Context: an optimization exercise on an open-source flow, tuned for small area, a short achievable clock period and few clock cycles per item. The choices shown serve that exercise and are no tape-out recipe. At most, simulation tests tie the RTL to the original design; equivalence was not proved. No activity file was given, so power comes from the tool's default toggle rates.

== 07-01 ==
// mem_ctrl_top
module mem_ctrl_top #(
	parameter int REQ_DEPTH  = 4,
	parameter int RESP_DEPTH = 4
) (
	input  logic                          clk,
	input  logic                          rst,
	input  mem_ctrl_pkg::mem_req_t        req_i,
	input  logic                          req_wr_i,
	output logic                          req_full_o,
	output mem_ctrl_pkg::mem_resp_t       resp_o,
	output logic                          resp_valid_o,
	input  logic                          resp_rd_i,
	output mem_ctrl_pkg::bus_req_t        bus_o,
	input  logic                          ack_i,
	input  logic [mem_ctrl_pkg::DWID-1:0] dat_i
);
Size: about 290 flip-flops, ~390 I/O pins.
==> module ks_add32, before the edit <==
module ks_add32 (
	input  logic [31:0] a_i,
	input  logic [31:0] b_i,
	output logic [31:0] s_o
);
	logic [5:0][31:0] g;
	logic [5:0][31:0] p;
	assign g[0] = a_i & b_i;
	assign p[0] = a_i ^ b_i;
	for (genvar l = 1; l < 6; l++) begin : g_lvl
		localparam int H = 1 << (l - 1);
		for (genvar i = 0; i < 32; i++) begin : g_bit
			if ((i / H) % 2 == 1) begin : g_op
				localparam int J = (i / H) * H - 1;
				assign g[l][i] = g[l-1][i] | (p[l-1][i] & g[l-1][J]);
				assign p[l][i] = p[l-1][i] & p[l-1][J];
			end else begin : g_pass
				assign g[l][i] = g[l-1][i];
				assign p[l][i] = p[l-1][i];
			end
		end
	end
	assign s_o = p[0] ^ {g[5][30:0], 1'b0};
endmodule
export LEC_CHECK = 0
export ABC_AREA = 1
export CAP_MARGIN = 20
export CORE_MARGIN = 2
export CORE_UTILIZATION = 40
export CTS_CLUSTER_DIAMETER = 80
export CTS_CLUSTER_SIZE = 30
export SETUP_SLACK_MARGIN = 2.0
export SLEW_MARGIN = 20
export TNS_END_PERCENT = 0
create_clock -name core_clock -period 4.0 [get_ports {clk}]
standard.sh (not shown) runs the stock make flow with config.mk's settings and CLKGATE_MAP_FILE= SYNTH_SCRIPT=/design/flow/synth_recipe.tcl, a recipe that flattens the netlist after the stock synthesis.
==> flow/flow/run.sh <==
#!/bin/bash
# standard layout, with plain buf_1 cells as the port buffers instead of the
# default delay buffers; each step's own log is kept by ORFS under orfs/logs
set -euo pipefail
export BUFFER_PORTS_ARGS="-buffer_cell sky130_fd_sc_hd__buf_1"
bash standard.sh MATCH_CELL_FOOTPRINT=0 finish > standard_make.log 2>&1
> inputs changed (07-01 -> 01-27)
--- a/flow/design.v
+++ b/flow/design.v
@@ -102,18 +102,17 @@
 );
 	logic [5:0][31:0] g;
 	logic [5:0][31:0] p;
 	assign g[0] = a_i & b_i;
 	assign p[0] = a_i ^ b_i;
 	for (genvar l = 1; l < 6; l++) begin : g_lvl
-		localparam int H = 1 << (l - 1);
+		localparam int D = 1 << (l - 1);
 		for (genvar i = 0; i < 32; i++) begin : g_bit
-			if ((i / H) % 2 == 1) begin : g_op
-				localparam int J = (i / H) * H - 1;
-				assign g[l][i] = g[l-1][i] | (p[l-1][i] & g[l-1][J]);
-				assign p[l][i] = p[l-1][i] & p[l-1][J];
+			if (i >= D) begin : g_op
+				assign g[l][i] = g[l-1][i] | (p[l-1][i] & g[l-1][i-D]);
+				assign p[l][i] = p[l-1][i] & p[l-1][i-D];
 			end else begin : g_pass
 				assign g[l][i] = g[l-1][i];
 				assign p[l][i] = p[l-1][i];
 			end
 		end
 	end
--- outcome ---
The routed wire length in 07-01 is 0.919 times that in 01-27. Side by side, power turned out higher in 01-27 than in 07-01. Comparing 07-01 and 01-27, the higher synthesized cell count is on 01-27. Number of inserted diodes: 01-27 < 07-01. For worst slack on hold paths, 01-27 and 07-01 come out practically identical.
Testbench counts of 01-27, summed over its fixed seeds: cycles 10,823, items 3,200.
For 07-01, only the layout was checked, not whether the RTL still works.

* * *

## branch zinc
mem_ctrl_top, a different RTL version from the one above (not shown whole).
Size: about 280 flip-flops, ~0.016 mm2 of cells after synthesis.
==> module mem_ctrl_top, before the edit <==
module mem_ctrl_top #(
	parameter int REQ_DEPTH  = 4,
	parameter int RESP_DEPTH = 4
) (
	input  logic                          clk,
	input  logic                          rst,
	input  mem_ctrl_pkg::mem_req_t        req_i,
	input  logic                          req_wr_i,
	output logic                          req_full_o,
	output mem_ctrl_pkg::mem_resp_t       resp_o,
	output logic                          resp_valid_o,
	input  logic                          resp_rd_i,
	output mem_ctrl_pkg::bus_req_t        bus_o,
	input  logic                          ack_i,
	input  logic [mem_ctrl_pkg::DWID-1:0] dat_i
);
	logic [31:0] seg_base;
	logic [31:0] seg_limit;
	logic        st_v;       
	logic        st_cyc;     
	logic        st_ovf;     
	logic        st_rv;      
	logic        st_we;      
	logic [7:0]  st_sel;     
	logic        st_ld;      
	logic        st_zx;      
	logic        st_flt;     
	logic [1:0]  st_sz;
	logic [3:0]  st_tid;
	logic [31:0] st_adr;     
	logic [63:0] st_dat;     
	logic        r_v;
	logic        r_flt;
	logic [3:0]  r_tid;
	logic [63:0] r_res;
	logic [31:0] r_bad;
	logic rfree;
	logic leave;
	logic acc;
	logic ack;
	assign ack        = st_cyc & ack_i;
	assign rfree      = ~r_v | resp_rd_i;
	assign leave      = st_v & (~st_cyc | ack_i) & rfree;
	assign req_full_o = (st_cyc & ~ack_i) | (st_rv & ~resp_rd_i);
	assign acc        = req_wr_i & ~req_full_o;
	logic st_load;
	logic dat_hold;
	logic dat_catch;
	assign st_load   = ~req_full_o;
	assign dat_hold  = (st_we & ~ack_i) | (st_ovf & ~rfree);
	assign dat_catch = st_cyc & ~rfree;
	logic st_v_n;
	logic r_v_n;
	assign st_v_n = acc | (st_v & ~leave);
	assign r_v_n  = leave | (r_v & ~resp_rd_i);
	logic [1:0]  q_fn;
	logic [1:0]  q_sz;
	logic [31:0] q_adr;
	logic [63:0] q_pay;
	logic        q_set;
	logic        q_over;
	logic [31:0] q_reloc;
	logic [2:0]  q_lo;
	logic [63:0] q_rep;
	assign q_fn    = req_i.func;
	assign q_sz    = req_i.size;
	assign q_adr   = req_i.adr;
	assign q_pay   = req_i.payload;
	assign q_set   = (q_fn == mem_ctrl_pkg::FN_SETSEG);
	ks_gt32 u_over (
		.a_i  (q_adr),
		.b_i  (seg_limit),
		.gt_o (q_over)
	);
	ks_add32 u_reloc (
		.a_i (seg_base),
		.b_i (q_adr),
		.s_o (q_reloc)
	);
	always_comb begin
		case (q_sz)
		mem_ctrl_pkg::SZ_B: q_lo = 3'b000;
		mem_ctrl_pkg::SZ_W: q_lo = 3'b001;
		mem_ctrl_pkg::SZ_T: q_lo = 3'b011;
		default:            q_lo = 3'b111;
		endcase
	end
	always_comb begin
		for (int k = 0; k < 8; k++) begin
			case (q_sz)
			mem_ctrl_pkg::SZ_B: q_rep[8*k +: 8] = q_pay[7:0];
			mem_ctrl_pkg::SZ_W: q_rep[8*k +: 8] = q_pay[8*(k % 2) +: 8];
			mem_ctrl_pkg::SZ_T: q_rep[8*k +: 8] = q_pay[8*(k % 4) +: 8];
			default:            q_rep[8*k +: 8] = q_pay[8*k +: 8];
			endcase
		end
	end
	logic       q_bus;
	logic [2:0] q_lane;
	logic [7:0] q_sel;
	assign q_bus  = req_wr_i & ~q_set & ~q_over;
	assign q_lane = q_reloc[2:0] & ~q_lo;
	always_comb begin
		for (int k = 0; k < 8; k++)
			q_sel[k] = q_bus & ((q_sz == 2'd3)
				| ((k[2] == q_lane[2]) & ((q_sz == 2'd2)
				| ((k[1] == q_lane[1]) & ((q_sz == 2'd1)
				| (k[0] == q_lane[0]))))));
	end
	always_ff @(posedge clk) begin
		if (rst) begin
			seg_base  <= '0;
			seg_limit <= '1;
			st_v      <= 1'b0;
			st_cyc    <= 1'b0;
			st_ovf    <= 1'b0;
			st_rv     <= 1'b0;
			st_we     <= 1'b0;
			st_sel    <= '0;
			r_v       <= 1'b0;
		end else begin
			if (acc && q_set)
				{seg_base, seg_limit} <= q_pay;
			if (acc)
				st_cyc <= ~q_set & ~q_over;
			else if (ack_i)
				st_cyc <= 1'b0;
			if (st_load) begin
				st_we  <= q_bus & (q_fn == mem_ctrl_pkg::FN_STORE);
				st_sel <= q_sel;
			end else if (ack_i) begin
				st_we  <= 1'b0;
				st_sel <= '0;
			end
			st_v   <= st_v_n;
			r_v    <= r_v_n;
			st_rv  <= st_v_n & r_v_n;
			st_ovf <= ~rfree & (st_ovf | ack);
		end
	end
	always_ff @(posedge clk) begin
		if (st_load) begin
			st_tid <= req_i.tid;
			st_sz  <= q_sz;
			st_ld  <= ~q_fn[1] & ~q_over;
			st_zx  <= (q_fn == mem_ctrl_pkg::FN_LOADZ);
			st_flt <= ~q_set & q_over;
			st_adr <= q_over ? q_adr : {q_reloc[31:3], q_lane};
		end
		if (!dat_hold)
			st_dat <= dat_catch ? dat_i : q_rep;
	end
	logic [63:0] ld_res;
	load_align u_align (
		.rdata_i (st_ovf ? st_dat : dat_i),
		.lane_i  (st_adr[2:0]),
		.size_i  (mem_ctrl_pkg::mem_size_e'(st_sz)),
		.zext_i  (st_zx),
		.res_o   (ld_res)
	);
	always_ff @(posedge clk) begin
		if (rfree) begin
			r_tid <= st_tid;
			r_flt <= st_flt;
			r_res <= st_ld ? ld_res : '0;
			r_bad <= st_flt ? st_adr : '0;
		end
	end
	assign resp_valid_o    = r_v;
	assign resp_o.tid      = r_tid;
	assign resp_o.cause    = r_flt ? mem_ctrl_pkg::FLT_SGB : mem_ctrl_pkg::FLT_NONE;
	assign resp_o.res      = r_res;
	assign resp_o.bad_addr = r_bad;
	assign bus_o.cyc = st_cyc;
	assign bus_o.stb = st_cyc;
	assign bus_o.we  = st_we;
	assign bus_o.sel = st_sel;
	assign bus_o.adr = st_adr;
	assign bus_o.dat = st_dat;
endmodule
==> flow/config.mk <==
export PLATFORM = sky130hd
export DESIGN_NAME = mem_ctrl_top
export DESIGN_NICKNAME = mem_ctrl_top
export VERILOG_FILES = /design/flow/design.v
export SDC_FILE = /design/flow/constraint.sdc
export NUM_CORES = 4
export LEC_CHECK = 0
export ABC_AREA = 1
export CAP_MARGIN = 20
export CORE_MARGIN = 2
export CORE_UTILIZATION = 40
export SETUP_SLACK_MARGIN = 2.0
export SLEW_MARGIN = 20
export TNS_END_PERCENT = 0
==> flow/constraint.sdc <==
create_clock -name core_clock -period 4.0 [get_ports {clk}]
set_input_delay 0.8000 -clock core_clock [delete_from_list [all_inputs] [get_ports {clk}]]
set_output_delay 0.8000 -clock core_clock [all_outputs]
set_load 0.01 [all_outputs]
Scripts as last shown in full above: flow/flow/run.sh
Input changes introduced in branch garnet (baseline for comparison: branch zinc):
-- flow/design.v --
<<< branch zinc, line 147
	logic        st_v;       
	logic        st_cyc;     
	logic        st_ovf;     
	logic        st_rv;      
	logic        st_we;      
	logic [7:0]  st_sel;     
>>> branch garnet, line 147
	logic        st_v;       
	logic        st_cyc;     
	logic        st_we;      
	logic [7:0]  st_sel;     
<<< branch zinc, line 161
	logic        r_flt;
	logic [3:0]  r_tid;
	logic [63:0] r_res;
	logic [31:0] r_bad;
	logic rfree;
	logic leave;
>>> branch garnet, line 159
	logic        r_flt;
	logic [3:0]  r_tid;
	logic [63:0] r_dat;      
	logic rfree;
	logic leave;
<<< branch zinc, line 170
	assign rfree      = ~r_v | resp_rd_i;
	assign leave      = st_v & (~st_cyc | ack_i) & rfree;
	assign req_full_o = (st_cyc & ~ack_i) | (st_rv & ~resp_rd_i);
	assign acc        = req_wr_i & ~req_full_o;
	logic st_load;
>>> branch garnet, line 167
	assign rfree      = ~r_v | resp_rd_i;
	assign leave      = st_v & (~st_cyc | ack_i) & rfree;
	assign req_full_o = st_v & ~leave;
	assign acc        = req_wr_i & ~req_full_o;
	logic st_load;
<<< branch zinc, line 176
	logic dat_catch;
	assign st_load   = ~req_full_o;
	assign dat_hold  = (st_we & ~ack_i) | (st_ovf & ~rfree);
	assign dat_catch = st_cyc & ~rfree;
	logic st_v_n;
	logic r_v_n;
	assign st_v_n = acc | (st_v & ~leave);
	assign r_v_n  = leave | (r_v & ~resp_rd_i);
	logic [1:0]  q_fn;
	logic [1:0]  q_sz;
>>> branch garnet, line 173
	logic dat_catch;
	assign st_load   = ~req_full_o;
	assign dat_hold  = (st_we & ~ack_i) | (st_v & ~st_cyc & ~rfree);
	assign dat_catch = st_cyc & ~rfree;
	logic [1:0]  q_fn;
	logic [1:0]  q_sz;
<<< branch zinc, line 242
			st_v      <= 1'b0;
			st_cyc    <= 1'b0;
			st_ovf    <= 1'b0;
			st_rv     <= 1'b0;
			st_we     <= 1'b0;
			st_sel    <= '0;
>>> branch garnet, line 235
			st_v      <= 1'b0;
			st_cyc    <= 1'b0;
			st_we     <= 1'b0;
			st_sel    <= '0;
<<< branch zinc, line 250
			if (acc && q_set)
				{seg_base, seg_limit} <= q_pay;
			if (acc)
				st_cyc <= ~q_set & ~q_over;
			else if (ack_i)
				st_cyc <= 1'b0;
			if (st_load) begin
				st_we  <= q_bus & (q_fn == mem_ctrl_pkg::FN_STORE);
>>> branch garnet, line 241
			if (acc && q_set)
				{seg_base, seg_limit} <= q_pay;
			if (acc) begin
				st_v   <= 1'b1;
				st_cyc <= ~q_set & ~q_over;
			end else begin
				if (leave)
					st_v <= 1'b0;
				if (ack_i)
					st_cyc <= 1'b0;
			end
			if (st_load) begin
				st_we  <= q_bus & (q_fn == mem_ctrl_pkg::FN_STORE);
<<< branch zinc, line 261
				st_sel <= '0;
			end
			st_v   <= st_v_n;
			r_v    <= r_v_n;
			st_rv  <= st_v_n & r_v_n;
			st_ovf <= ~rfree & (st_ovf | ack);
		end
	end
>>> branch garnet, line 257
				st_sel <= '0;
			end
			r_v <= leave | (r_v & ~resp_rd_i);
		end
	end
<<< branch zinc, line 281
	logic [63:0] ld_res;
	load_align u_align (
		.rdata_i (st_ovf ? st_dat : dat_i),
		.lane_i  (st_adr[2:0]),
		.size_i  (mem_ctrl_pkg::mem_size_e'(st_sz)),
>>> branch garnet, line 274
	logic [63:0] ld_res;
	load_align u_align (
		.rdata_i (st_cyc ? dat_i : st_dat),
		.lane_i  (st_adr[2:0]),
		.size_i  (mem_ctrl_pkg::mem_size_e'(st_sz)),
<<< branch zinc, line 291
			r_tid <= st_tid;
			r_flt <= st_flt;
			r_res <= st_ld ? ld_res : '0;
			r_bad <= st_flt ? st_adr : '0;
		end
	end
>>> branch garnet, line 284
			r_tid <= st_tid;
			r_flt <= st_flt;
			r_dat[63:32] <= st_ld ? ld_res[63:32] : '0;
			r_dat[31:0]  <= st_ld ? ld_res[31:0] : st_flt ? st_adr : '0;
		end
	end
<<< branch zinc, line 298
	assign resp_o.tid      = r_tid;
	assign resp_o.cause    = r_flt ? mem_ctrl_pkg::FLT_SGB : mem_ctrl_pkg::FLT_NONE;
	assign resp_o.res      = r_res;
	assign resp_o.bad_addr = r_bad;
	assign bus_o.cyc = st_cyc;
	assign bus_o.stb = st_cyc;
>>> branch garnet, line 291
	assign resp_o.tid      = r_tid;
	assign resp_o.cause    = r_flt ? mem_ctrl_pkg::FLT_SGB : mem_ctrl_pkg::FLT_NONE;
	assign resp_o.res      = {r_dat[63:32], r_flt ? 32'h0 : r_dat[31:0]};
	assign resp_o.bad_addr = r_flt ? r_dat[31:0] : 32'h0;
	assign bus_o.cyc = st_cyc;
	assign bus_o.stb = st_cyc;
branch garnet ended with every stage complete and zero timing, DRC or antenna violations. Between branch garnet and branch zinc, distinct cell type count after synthesis is lower for branch zinc, branch garnet comes in above that. Looking at final critical-path setup slack, branch garnet sits below branch zinc. Run comparison: branch zinc path type of the worst setup path reg2reg; branch garnet path type of the worst setup path reg2out. Delta (branch garnet minus branch zinc): maximum frequency down 4.0%; synthesized cell count shows an increase of 159; clock distribution area overhead in the final layout shrank by 0.17 points; portion of total power attributed to sequential cells went down. Compared with branch zinc, branch garnet shows a higher global-route usage.
Testbench counts of branch garnet, summed over its fixed seeds: cycles 10,823, items 3,200.
Function not checked in branch zinc: the RTL went through the layout flow alone.

==> static timing again, ports no longer ideal <==
In the flow no input, the clock included, has a driving cell. The finished layouts below were timed again as built, in two steps.
Step 1 (the two cells are an assumption about what drives the block):
set clk [get_ports {clk}]
set_driving_cell -lib_cell sky130_fd_sc_hd__clkbuf_16 $clk
set_driving_cell -lib_cell sky130_fd_sc_hd__buf_2 [delete_from_list [all_inputs] $clk]
Step 2, shift: input delay + t, output delay - t, t = (earliest + latest rising clock arrival at the registers) / 2. This alone moves slack from input paths to output paths.
Slacks: no drivers / after step 1 / after step 2; pairs: no drivers / after step 1.
| run | shift t [ns] | slack for setup (ns) | worst data-port slew with drivers (ns) |
|---|---|---|---|
| 07-01 | 0.593 | 1.568 / 1.590 / 0.997 | 0.11 |
| 01-27 | 0.605 | 1.758 / 1.769 / 1.180 | 0.10 |
| branch zinc | 0.604 | 1.755 / 1.751 / 1.199 | 0.10 |
| branch garnet | 0.621 | 1.662 / 1.607 / 1.083 | 0.11 |
After both steps every run listed still meets setup and hold. The setup slack of branch garnet, which loses most, moves by -0.055 ns with the drivers and by -0.579 ns with both steps.
